Context: an optimization exercise on an open-source flow, tuned for small area. The choices shown serve that exercise and are no tape-out recipe.
Function was checked by simulation only, so behaviour that the tests miss may differ from the original.
Power is estimated from default activity; no workload was simulated.

oak:
Design byte_data_memory, start of the top module:
module byte_data_memory
#(
  parameter int unsigned DEPTH          = 64,
  parameter bit          CLEAR_ON_RESET = 1'b1
) (
  input  logic        clk,
  input  logic        reset,
  input  logic        req_valid,
  output logic        req_ready,
  input  logic        req_we,
  input  logic [2:0]  req_funct3,
  input  logic [31:0] req_addr,
  input  logic [31:0] req_wdata,
  output logic        rsp_valid,
  output logic [31:0] rsp_rdata,
  output logic        rsp_err,
  output logic        clear_busy
);
  localparam int unsigned AW = $clog2(DEPTH);
  logic [32*DEPTH-1:0]   mem_q;
  dmem_pkg::dmem_state_t state;
  logic [AW-1:0] sweep_cnt;
  logic          phase;
  logic          clearing;
  logic          sweep_sel;
  logic [AW-1:0] idx;
  logic          out_of_range;
  logic          misaligned;
  logic          illegal;
  logic          err;
  logic          accept;
  logic [3:0]    be;
  logic [31:0]   wdata_lane;
  logic [31:0]   rword;
  logic          rload_q;
  ...
For scale: about 6300 cells after synthesis, about 2100 flip-flops, roughly 68000 sq um of cells after synthesis.
export LEC_CHECK = 0
export CAP_MARGIN = 10
export CORE_MARGIN = 2
export CORE_UTILIZATION = 40
export CTS_CLUSTER_DIAMETER = 60
export CTS_CLUSTER_SIZE = 16
export GPL_TIMING_DRIVEN = 0
export SLEW_MARGIN = 10
export SYNTH_HIERARCHICAL = 1
create_clock -name core_clock -period 5.0 [get_ports {clk}]
standard.sh (not shown) runs the stock make flow with config.mk's settings and CLKGATE_MAP_FILE= SYNTH_SCRIPT=/design/flow/synth_recipe.tcl, a recipe that flattens the netlist after the stock synthesis.
==> flow/flow/run.sh <==
#!/bin/bash
# Own layout flow: the standard ORFS flow, standard synthesis unchanged.
# Changes from the standard layout:
#  - ports are buffered with plain buf_1 cells (the default pick is a
#    clkdlybuf4s50 delay cell, which is slow and twice the area; the
#    resizer can still upsize a plain buffer where timing needs it);
#  - clock tree synthesis adds no dummy balancing loads, and builds the
#    tree from clkbuf_8 cells in clusters of at most 16 sinks;
#  - the design repair after placement may not use buf_8/buf_12/buf_16
#    (small_bufs.tcl).
# The full make output goes to standard_flow.log; each ORFS step keeps its
# own log under orfs/logs/.
set -euo pipefail
cd "$(dirname "$0")/.."
here=$(pwd)
bash standard.sh finish \
  "BUFFER_PORTS_ARGS=-buffer_cell sky130_fd_sc_hd__buf_1" \
  "CTS_ARGS=-sink_clustering_enable -repair_clock_nets -dont_use_dummy_load -sink_clustering_size 16 -sink_clustering_max_diameter 60 -buf_list sky130_fd_sc_hd__clkbuf_8" \
  "PRE_RESIZE_TCL=$here/flow/small_bufs.tcl" \
  > standard_flow.log 2>&1
==> flow/flow/small_bufs.tcl <==
# Keep design repair from using the largest buffers (buf_8, buf_12, buf_16); it
# then buffers long, high-fanout nets with smaller buffers instead.
set_dont_use {sky130_fd_sc_hd__buf_8 sky130_fd_sc_hd__buf_12 sky130_fd_sc_hd__buf_16}
oak reached the end of the flow, and the finished layout is clean on the timing, design-rule and antenna checks.
Inputs modified between oak and pine:
Settings: PLACE_DENSITY newly set to 0.92.
--- a/flow/flow/run.sh
+++ b/flow/flow/run.sh
@@ -7,5 +7,5 @@
 #  - clock tree synthesis adds no dummy balancing loads, and builds the
 #    tree from clkbuf_8 cells in clusters of at most 16 sinks;
-#  - the design repair after placement may not use buf_8/buf_12/buf_16
+#  - the design repair after placement may not use buf_12/buf_16
 #    (small_bufs.tcl).
 # The full make output goes to standard_flow.log; each ORFS step keeps its
==> flow/flow/small_bufs.tcl <==
# Keep design repair from using the largest buffers (buf_12, buf_16); it
# then buffers long, high-fanout nets with smaller buffers instead.
set_dont_use {sky130_fd_sc_hd__buf_12 sky130_fd_sc_hd__buf_16}
Results
- pine closes out successfully: all stages finished, all timing, DRC and antenna checks passed.
- oak did not stop at any stage, and its layout met the timing, design-rule and antenna checks.
- Going from oak to pine, design area fell by about 2%, internal power dropped 0.56%.
- Going from oak to pine, first-pass GRT wire length shrank slightly.
- Taking oak as the reference, in pine setup slack shows a reduction of 0.040 ns; final hold slack shows a reduction of 0.059 ns.
- Changes observed in pine relative to oak: area of the multi-input gates decreased 0.31%, standard cell area after detailed placement -1300 sq um, register share of the cell area increased by 1.1 points relative to the old numbers.

========
The RTL this note starts from:
==> flow/design.v <==
package dmem_pkg;
  localparam logic [2:0] F3_B  = 3'b000;
  localparam logic [2:0] F3_H  = 3'b001;
  localparam logic [2:0] F3_W  = 3'b010;
  localparam logic [2:0] F3_BU = 3'b100;
  localparam logic [2:0] F3_HU = 3'b101;
  typedef enum logic {
    CLEAR,
    READY
  } dmem_state_t;
endpackage
module dmem_bit_next
(
  input  logic q,
  input  logic wr,
  input  logic col_n,
  input  logic hold,
  output logic d
);
  assign d = ~((q | wr) & (col_n | hold));
endmodule
module dmem_rd_pair
(
  input  logic q0,
  input  logic sel0_n,
  input  logic q1,
  input  logic sel1_n,
  output logic y
);
  assign y = ~((q0 | sel0_n) & (q1 | sel1_n));
endmodule
module dmem_rd_col
#(
  parameter int unsigned DEPTH = 64
) (
  input  logic [DEPTH-1:0] q,
  input  logic [DEPTH-1:0] sel_n,
  output logic             y_n
);
  logic [DEPTH/2-1:0] p;
  for (genvar k = 0; k < DEPTH/2; k++) begin : g_pair
    dmem_rd_pair u_pair (
      .q0     (q[2*k]),
      .sel0_n (sel_n[2*k]),
      .q1     (q[2*k+1]),
      .sel1_n (sel_n[2*k+1]),
      .y      (p[k])
    );
  end
  assign y_n = |p;
endmodule
module byte_data_memory
#(
  parameter int unsigned DEPTH          = 64,
  parameter bit          CLEAR_ON_RESET = 1'b1
) (
  input  logic        clk,
  input  logic        reset,
  input  logic        req_valid,
  output logic        req_ready,
  input  logic        req_we,
  input  logic [2:0]  req_funct3,
  input  logic [31:0] req_addr,
  input  logic [31:0] req_wdata,
  output logic        rsp_valid,
  output logic [31:0] rsp_rdata,
  output logic        rsp_err,
  output logic        clear_busy
);
  localparam int unsigned AW = $clog2(DEPTH);
  logic [32*DEPTH-1:0]   mem_q;
  dmem_pkg::dmem_state_t state;
  logic [AW-1:0] sweep_cnt;
  logic          phase;
  logic          clearing;
  logic          sweep_sel;
  logic [AW-1:0] idx;
  logic          out_of_range;
  logic          misaligned;
  logic          illegal;
  logic          err;
  logic          accept;
  logic [3:0]    be;
  logic [31:0]   wdata_lane;
  logic [31:0]   rword;
  logic          rload_q;
  logic [31:0]   rcol_q;
  logic [2:0]    rf3_q;
  logic [1:0]    rlo_q;
  assign clearing   = (state == dmem_pkg::CLEAR);
  assign req_ready  = (state == dmem_pkg::READY);
  assign clear_busy = clearing;
  assign phase      = sweep_cnt[0];
  assign accept     = req_valid && req_ready;
  assign idx          = req_addr[2 +: AW];
  assign out_of_range = |req_addr[31:2+AW];
  always_comb begin
    be         = '0;
    wdata_lane = '0;
    misaligned = 1'b0;
    illegal    = 1'b0;
    case (req_funct3)
      dmem_pkg::F3_B: begin
        be         = 4'b0001 << req_addr[1:0];
        wdata_lane = {4{req_wdata[7:0]}};
      end
      dmem_pkg::F3_H: begin
        misaligned = req_addr[0];
        be         = req_addr[1] ? 4'b1100 : 4'b0011;
        wdata_lane = {2{req_wdata[15:0]}};
      end
      dmem_pkg::F3_W: begin
        misaligned = |req_addr[1:0];
        be         = '1;
        wdata_lane = req_wdata;
      end
      dmem_pkg::F3_BU: begin
        illegal = req_we;
      end
      dmem_pkg::F3_HU: begin
        illegal    = req_we;
        misaligned = req_addr[0];
      end
      default: illegal = 1'b1;
    endcase
  end
  assign err = out_of_range || misaligned || illegal;
  always_ff @(posedge clk) begin
    if (reset) begin
      state     <= CLEAR_ON_RESET ? dmem_pkg::CLEAR : dmem_pkg::READY;
      sweep_cnt <= '0;
      sweep_sel <= CLEAR_ON_RESET;
      rsp_valid <= 1'b0;
      rsp_err   <= 1'b0;
      rload_q   <= 1'b0;
    end else begin
      if (clearing && sweep_cnt == AW'(DEPTH - 1)) begin
        state     <= dmem_pkg::READY;
        sweep_sel <= 1'b0;
      end
      sweep_cnt <= sweep_cnt + 1'b1;
      rsp_valid <= accept;
      rsp_err   <= accept && err;
      rload_q   <= accept && !req_we && !err;
    end
  end
  logic [AW-1:0]    widx;
  logic [DEPTH-1:0] row_n;
  assign widx = sweep_sel ? sweep_cnt : idx;
  always_comb begin
    for (int r = 0; r < DEPTH; r++) row_n[r] = (widx != AW'(r));
  end
  logic [3:0]    lane_on;
  logic [31:0]   col_n;
  always_comb begin
    for (int l = 0; l < 4; l++) begin
      lane_on[l] = clearing || (accept && req_we && !err && be[l]);
      for (int b = 8*l; b < 8*l + 8; b++) begin
        col_n[b] = lane_on[l] ? ((!clearing && wdata_lane[b]) ^ phase) : 1'b1;
      end
    end
  end
  logic [32*DEPTH-1:0] mem_d;
  for (genvar r = 0; r < DEPTH; r++) begin : g_row
    logic [3:0] wr;
    assign wr = {4{!row_n[r]}} & lane_on;
    for (genvar b = 0; b < 32; b++) begin : g_bit
      dmem_bit_next u_next (
        .q     (mem_q[32*r + b]),
        .wr    (wr[b/8]),
        .col_n (col_n[b]),
        .hold  (row_n[r]),
        .d     (mem_d[32*r + b])
      );
    end
  end
  always_ff @(posedge clk) begin
    mem_q <= mem_d;
  end
  logic [31:0]      rcol_n;
  for (genvar b = 0; b < 32; b++) begin : g_col
    logic [DEPTH-1:0] q;
    for (genvar r = 0; r < DEPTH; r++) begin : g_q
      assign q[r] = mem_q[32*r + b];
    end
    dmem_rd_col #(.DEPTH(DEPTH)) u_col (
      .q     (q),
      .sel_n (row_n),
      .y_n   (rcol_n[b])
    );
  end
  always_ff @(posedge clk) begin
    rcol_q <= rcol_n;
    rf3_q  <= req_funct3;
    rlo_q  <= req_addr[1:0];
  end
  assign rword = (rcol_q ^ {32{phase}}) & {32{rload_q}};
  always_comb begin
    logic [7:0]  rbyte;
    logic [15:0] rhalf;
    logic        rsign;
    rbyte = rword[{rlo_q, 3'b000} +: 8];
    rhalf = rword[{rlo_q[1], 4'b0000} +: 16];
    rsign = !rf3_q[2] && (rf3_q[0] ? rhalf[15] : rbyte[7]);
    if (rf3_q[1])      rsp_rdata = rword;
    else if (rf3_q[0]) rsp_rdata = {{16{rsign}}, rhalf};
    else               rsp_rdata = {{24{rsign}}, rbyte};
  end
endmodule
clock: 5.0 ns
lec_check: 0
cap_margin: 20
core_margin: 2
core_utilization: 55
cts_cluster_diameter: 80
cts_cluster_size: 24
gpl_timing_driven: 0
slew_margin: 20
synth_hierarchical: 1
==> flow/flow/run.sh <==
#!/bin/bash
# Own layout flow: the standard ORFS flow, standard synthesis unchanged.
# Changes from the standard layout:
#  - ports are buffered with plain buf_1 cells (the default pick is a
#    clkdlybuf4s50 delay cell, which is slow and twice the area; the
#    resizer can still upsize a plain buffer where timing needs it);
#  - clock tree synthesis adds no dummy balancing loads.
# The full make output goes to standard_flow.log; each ORFS step keeps its
# own log under orfs/logs/.
set -euo pipefail
cd "$(dirname "$0")/.."
bash standard.sh finish \
  "BUFFER_PORTS_ARGS=-buffer_cell sky130_fd_sc_hd__buf_1" \
  "CTS_ARGS=-sink_clustering_enable -repair_clock_nets -dont_use_dummy_load -sink_clustering_size 24 -sink_clustering_max_diameter 80" \
  > standard_flow.log 2>&1
Change:
--- a/flow/flow/run.sh
+++ b/flow/flow/run.sh
@@ -12,4 +12,4 @@
 bash standard.sh finish \
   "BUFFER_PORTS_ARGS=-buffer_cell sky130_fd_sc_hd__buf_1" \
-  "CTS_ARGS=-sink_clustering_enable -repair_clock_nets -dont_use_dummy_load -sink_clustering_size 24 -sink_clustering_max_diameter 80" \
+  "CTS_ARGS=-sink_clustering_enable -repair_clock_nets -dont_use_dummy_load -sink_clustering_size 16 -sink_clustering_max_diameter 60 -buf_list sky130_fd_sc_hd__clkbuf_8" \
   > standard_flow.log 2>&1
CAP_MARGIN = 10   (was 20)
CORE_UTILIZATION = 40   (was 55)
CTS_CLUSTER_DIAMETER = 60   (was 80)
CTS_CLUSTER_SIZE = 16   (was 24)
SLEW_MARGIN = 10   (was 20)
Synthesized cell count stays the same.
Wire length rose by about 0.9%.
Hold slack is worse by 0.14 ns.
Sequential share of layout area is about the same.
Utilization fell by 17 points.
Setup slack is better by 0.0067 ns.
Critical path depth fell by 5.
Final cell count rose by 7.4%.
Sequential cell count does not change.
Change:
--- a/flow/flow/run.sh
+++ b/flow/flow/run.sh
@@ -12,4 +12,4 @@
 bash standard.sh finish \
   "BUFFER_PORTS_ARGS=-buffer_cell sky130_fd_sc_hd__buf_1" \
-  "CTS_ARGS=-sink_clustering_enable -repair_clock_nets -dont_use_dummy_load -sink_clustering_size 16 -sink_clustering_max_diameter 60 -buf_list sky130_fd_sc_hd__clkbuf_8" \
+  "CTS_ARGS=-sink_clustering_enable -repair_clock_nets -dont_use_dummy_load -sink_clustering_size 24 -sink_clustering_max_diameter 80" \
   > standard_flow.log 2>&1
CAP_MARGIN = 20   (was 10)
CTS_CLUSTER_DIAMETER = 80   (was 60)
CTS_CLUSTER_SIZE = 24   (was 16)
SLEW_MARGIN = 20   (was 10)
Result: The changed run ran to the end with no violations. Final cell count fell by 0.33%. Final area rose by 1.1%. Synthesized cell count is unchanged. Routed wire length fell by 0.39%. Power rose by 3.2%. Sequential power hardly moves. Setup slack improved by 0.16 ns. First-iteration DRC count rose by 6.5%.
Change:
--- a/flow/flow/run.sh
+++ b/flow/flow/run.sh
@@ -12,4 +12,4 @@
 bash standard.sh finish \
   "BUFFER_PORTS_ARGS=-buffer_cell sky130_fd_sc_hd__buf_1" \
-  "CTS_ARGS=-sink_clustering_enable -repair_clock_nets -dont_use_dummy_load -sink_clustering_size 24 -sink_clustering_max_diameter 80" \
+  "CTS_ARGS=-sink_clustering_enable -repair_clock_nets -dont_use_dummy_load -sink_clustering_size 32 -sink_clustering_max_diameter 60" \
   > standard_flow.log 2>&1
CTS_CLUSTER_DIAMETER = 60   (was 80)
CTS_CLUSTER_SIZE = 32   (was 24)
After rerunning: Final area increases slightly. Power increases by a few percent. Clock power increases by roughly a tenth.
Change:
==> flow/flow/run.sh (replaced) <==
#!/bin/bash
# Own layout flow: the standard ORFS flow, standard synthesis unchanged.
# Changes from the standard layout:
#  - ports are buffered with plain buf_1 cells (the default pick is a
#    clkdlybuf4s50 delay cell, which is slow and twice the area; the
#    resizer can still upsize a plain buffer where timing needs it);
#  - clock tree synthesis adds no dummy balancing loads, and builds the
#    tree from clkbuf_8 cells in clusters of at most 16 sinks;
#  - the design repair after placement may not use buf_12/buf_16
#    (small_bufs.tcl).
# The full make output goes to standard_flow.log; each ORFS step keeps its
# own log under orfs/logs/.
set -euo pipefail
cd "$(dirname "$0")/.."
here=$(pwd)
bash standard.sh finish \
  "BUFFER_PORTS_ARGS=-buffer_cell sky130_fd_sc_hd__buf_1" \
  "CTS_ARGS=-sink_clustering_enable -repair_clock_nets -dont_use_dummy_load -sink_clustering_size 16 -sink_clustering_max_diameter 60 -buf_list sky130_fd_sc_hd__clkbuf_8" \
  "PRE_RESIZE_TCL=$here/flow/small_bufs.tcl" \
  > standard_flow.log 2>&1
==> flow/flow/small_bufs.tcl (new file) <==
# Keep design repair from using the largest buffers (buf_12, buf_16); it
# then buffers long, high-fanout nets with smaller buffers instead.
set_dont_use {sky130_fd_sc_hd__buf_12 sky130_fd_sc_hd__buf_16}
CAP_MARGIN = 10   (was 20)
CTS_CLUSTER_SIZE = 16   (was 32)
PLACE_DENSITY = 0.85   (was not set)
SLEW_MARGIN = 10   (was 20)
Outcome: Now the flow completed and failed the layout checks on setup timing. Setup slack degrades by 0.47 ns. Critical path depth climbs by 2. Count of clock-buffer cells in the layout goes up by 18. Cell count falls slightly. Routed wire length fell slightly.

========
== red ==
RTL: the design.v shown in full above, as it stands there.
export LEC_CHECK = 0
export CAP_MARGIN = 10
export CORE_MARGIN = 2
export CORE_UTILIZATION = 40
export CTS_CLUSTER_DIAMETER = 60
export CTS_CLUSTER_SIZE = 16
export GPL_TIMING_DRIVEN = 0
export PLACE_DENSITY = 0.75
export SLEW_MARGIN = 10
export SYNTH_HIERARCHICAL = 1
create_clock -name core_clock -period 5.0 [get_ports {clk}]
==> flow/flow/run.sh <==
#!/bin/bash
# Own layout flow: the standard ORFS flow, standard synthesis unchanged.
# Changes from the standard layout:
#  - ports are buffered with plain buf_1 cells (the default pick is a
#    clkdlybuf4s50 delay cell, which is slow and twice the area; the
#    resizer can still upsize a plain buffer where timing needs it);
#  - clock tree synthesis adds no dummy balancing loads, and builds the
#    tree from clkbuf_8 cells in clusters of at most 16 sinks;
#  - the design repair after placement may not use buf_12/buf_16
#    (small_bufs.tcl).
# The full make output goes to standard_flow.log; each ORFS step keeps its
# own log under orfs/logs/.
set -euo pipefail
cd "$(dirname "$0")/.."
here=$(pwd)
bash standard.sh finish \
  "BUFFER_PORTS_ARGS=-buffer_cell sky130_fd_sc_hd__buf_1" \
  "CTS_ARGS=-sink_clustering_enable -repair_clock_nets -dont_use_dummy_load -sink_clustering_size 16 -sink_clustering_max_diameter 60 -buf_list sky130_fd_sc_hd__clkbuf_8" \
  "PRE_RESIZE_TCL=$here/flow/small_bufs.tcl" \
  > standard_flow.log 2>&1
==> flow/flow/small_bufs.tcl <==
# Keep design repair from using the largest buffers (buf_12, buf_16); it
# then buffers long, high-fanout nets with smaller buffers instead.
set_dont_use {sky130_fd_sc_hd__buf_12 sky130_fd_sc_hd__buf_16}
Edits applied to the flow inputs when going from red to blue:
Settings: CAP_MARGIN: 10 -> 5; SLEW_MARGIN: 10 -> 5; PLACE_DENSITY: 0.75 -> 0.85; SETUP_SLACK_MARGIN: unset -> 0.1.
### Flow results
- red -> blue: floorplan die area delta 0, exact match
- There was hardly any difference in area of the multi-input gates between blue and red.
- [compare] base=red new=blue: top achievable clock speed decreased 0.61%; placed instance count decreased 0.54%.
- blue reports a lower post-layout instance count excluding filler cells than red does.
- Summary of the comparison: power density over the cells is higher in blue, relative to red.
- Looking at relative area change from synthesis to final layout, blue sits below red.
- The hold slack of blue falls short of that of red by 0.034 ns.
- Status: clock network power share parity (blue, red)
- blue: sequential share of layout area 0.41 points above red
- | combinational cell fraction of total power | blue vs red | ≈ equal |
The following lists how green was set up differently from blue:
Settings: SLEW_MARGIN: 5 -> 20; CTS_CLUSTER_DIAMETER: 60 -> 80; CTS_CLUSTER_SIZE: 16 -> 24; CAP_MARGIN: 5 -> 20; SETUP_SLACK_MARGIN: 0.1 -> unset; PLACE_DENSITY: 0.85 -> unset.
==> flow/run.sh (new file) <==
#!/bin/bash
# synth_recipe.tcl (not shown) runs the flow's synth.tcl, then flattens the netlist and writes it again
# the make line also repeats each setting of config.mk as NAME=value (left out here)
make -C /OpenROAD-flow-scripts/flow DESIGN_CONFIG=/design/flow/config.mk WORK_HOME=/design/flow/orfs CLKGATE_MAP_FILE= SYNTH_SCRIPT=/design/flow/synth_recipe.tcl finish
removed: flow/flow/run.sh
removed: flow/flow/small_bufs.tcl
removed: flow/standard.sh
==> comparison <==
green completed every stage of the flow, and the final layout passed the timing, design-rule and antenna checks. input pin to flop as the path class of the lowest-slack min-delay path was reported by blue, and flop to flop by green. On combinational share of power, blue and green are basically level. green vs. blue: clock share of power climbed 4.0 points, wire length of the first global-routing pass went up by 2.4%, number of buffers other than clock buffers in the final layout increased 92, half-perimeter wire length after placement moved up.
What orange does differently from green at the input level:
Settings: CAP_MARGIN: 20 -> 5; SLEW_MARGIN: 20 -> 5; PLACE_DENSITY: unset -> 0.85; CTS_CLUSTER_SIZE: 24 -> 18; CTS_CLUSTER_DIAMETER: 80 -> 60; SETUP_SLACK_MARGIN: unset -> 0.1.
==> flow/flow/run.sh (new file) <==
#!/bin/bash
# Own layout flow: the standard ORFS flow, standard synthesis unchanged.
# Changes from the standard layout:
#  - ports are buffered with plain buf_1 cells (the default pick is a
#    clkdlybuf4s50 delay cell, which is slow and twice the area; the
#    resizer can still upsize a plain buffer where timing needs it);
#  - clock tree synthesis adds no dummy balancing loads, and builds the
#    tree from clkbuf_8 cells in clusters of at most 18 sinks;
#  - the design repair after placement may not use buf_12/buf_16
#    (small_bufs.tcl).
# The full make output goes to standard_flow.log; each ORFS step keeps its
# own log under orfs/logs/.
set -euo pipefail
cd "$(dirname "$0")/.."
here=$(pwd)
bash standard.sh finish \
  "BUFFER_PORTS_ARGS=-buffer_cell sky130_fd_sc_hd__buf_1" \
  "CTS_ARGS=-sink_clustering_enable -repair_clock_nets -dont_use_dummy_load -sink_clustering_size 18 -sink_clustering_max_diameter 60 -buf_list sky130_fd_sc_hd__clkbuf_8" \
  "PRE_RESIZE_TCL=$here/flow/small_bufs.tcl" \
  > standard_flow.log 2>&1
==> flow/flow/small_bufs.tcl (new file) <==
# Keep design repair from using the largest buffers (buf_12, buf_16); it
# then buffers long, high-fanout nets with smaller buffers instead.
set_dont_use {sky130_fd_sc_hd__buf_12 sky130_fd_sc_hd__buf_16}
==> flow/standard.sh (new file) <==
#!/bin/bash
# synth_recipe.tcl (not shown) runs the flow's synth.tcl, then flattens the netlist and writes it again
# the make line also repeats each setting of config.mk as NAME=value (left out here)
make -C /OpenROAD-flow-scripts/flow DESIGN_CONFIG=/design/flow/config.mk WORK_HOME=/design/flow/orfs CLKGATE_MAP_FILE= SYNTH_SCRIPT=/design/flow/synth_recipe.tcl "${@:-finish}"
removed: flow/run.sh
==> comparison <==
Looking at the reports, orange completed the entire flow and the layout it produced met the timing, design-rule and antenna checks. Summary of orange over green: part of the power in registers increased by 4.5 points relative to the old numbers, fraction of power spent switching nets grew by 0.29 points, net switching power figure went down by about 6%, global routing met3 resource utilization rose 3.9 points, post-layout instance area moved down.
Inputs modified between orange and purple:
Settings: CTS_CLUSTER_SIZE now 19, was 18.
--- a/flow/flow/run.sh
+++ b/flow/flow/run.sh
@@ -8 +8 @@
-#    tree from clkbuf_8 cells in clusters of at most 18 sinks;
+#    tree from clkbuf_8 cells in clusters of at most 19 sinks;
@@ -18 +18 @@
-  "CTS_ARGS=-sink_clustering_enable -repair_clock_nets -dont_use_dummy_load -sink_clustering_size 18 -sink_clustering_max_diameter 60 -buf_list sky130_fd_sc_hd__clkbuf_8" \
+  "CTS_ARGS=-sink_clustering_enable -repair_clock_nets -dont_use_dummy_load -sink_clustering_size 19 -sink_clustering_max_diameter 60 -buf_list sky130_fd_sc_hd__clkbuf_8" \
### Flow results
Between orange and purple, the routed wire length figures differ only marginally. When the final numbers for purple and orange were put side by side, the data arrival time of the worst path turned out to be greater in orange. purple vs. orange: global-route wire length before repair saw a decrease, final total power saw a decrease. The setup slack number comes out higher for purple vs orange. Looking at purple and orange, the layout overhead on the synthesized area is a wash.

## afterwards: timing with drivers on the ports
The results above use ideal ports. As a check the final layouts listed here were re-extracted and re-timed, cells and wires unchanged. Step 1 sets driving cells, clkbuf_16 on the clock port and buf_2 on the other inputs (assumed; they add their load-dependent delay and slew). Step 2 times the ports against the registers' clock, not the clock port: input delays grow and output delays shrink by t, the midpoint of the rising clock arrivals with the driver on. a / b / c = no drivers / after step 1 / after step 2; a / b = the first two.
run | shift t [ns] | setup WS [ns] | worst setup path after step 2 | slew at the worst register clock pin (ns)
oak | 0.979 | 0.127 / 0.042 / -0.323 | input to register | 0.11 / 0.11
pine | 0.924 | 0.087 / 0.021 / -0.486 | input to register | 0.10 / 0.10
the first run of note 2 | 0.780 | 0.176 / 0.176 / -0.219 | input to register | 0.10 / 0.10
the second run of note 2 | 0.966 | 0.182 / 0.109 / -0.324 | input to register | 0.11 / 0.11
the third run of note 2 | 0.789 | 0.341 / 0.264 / -0.041 | input to register | 0.10 / 0.10
the fourth run of note 2 | 0.847 | 0.303 / 0.222 / -0.031 | input to register | 0.11 / 0.11
the fifth run of note 2 | 0.980 | -0.163 / -0.233 / -0.611 | input to register | 0.10 / 0.10
red | 0.973 | 0.226 / 0.196 / -0.656 | input to register | 0.10 / 0.10
blue | 0.976 | 0.197 / 0.122 / -0.514 | input to register | 0.11 / 0.11
green | 0.835 | 0.059 / -0.035 / -0.526 | input to register | 0.10 / 0.10
orange | 0.976 | 0.131 / 0.064 / -0.513 | input to register | 0.11 / 0.11
purple | 0.940 | 0.165 / 0.098 / -0.472 | input to register | 0.12 / 0.12
Met with ideal ports but missed after step 2: setup timing in 11 of these runs. The setup slack of red, which loses most, moves by -0.030 ns with the drivers and by -0.882 ns with both steps.
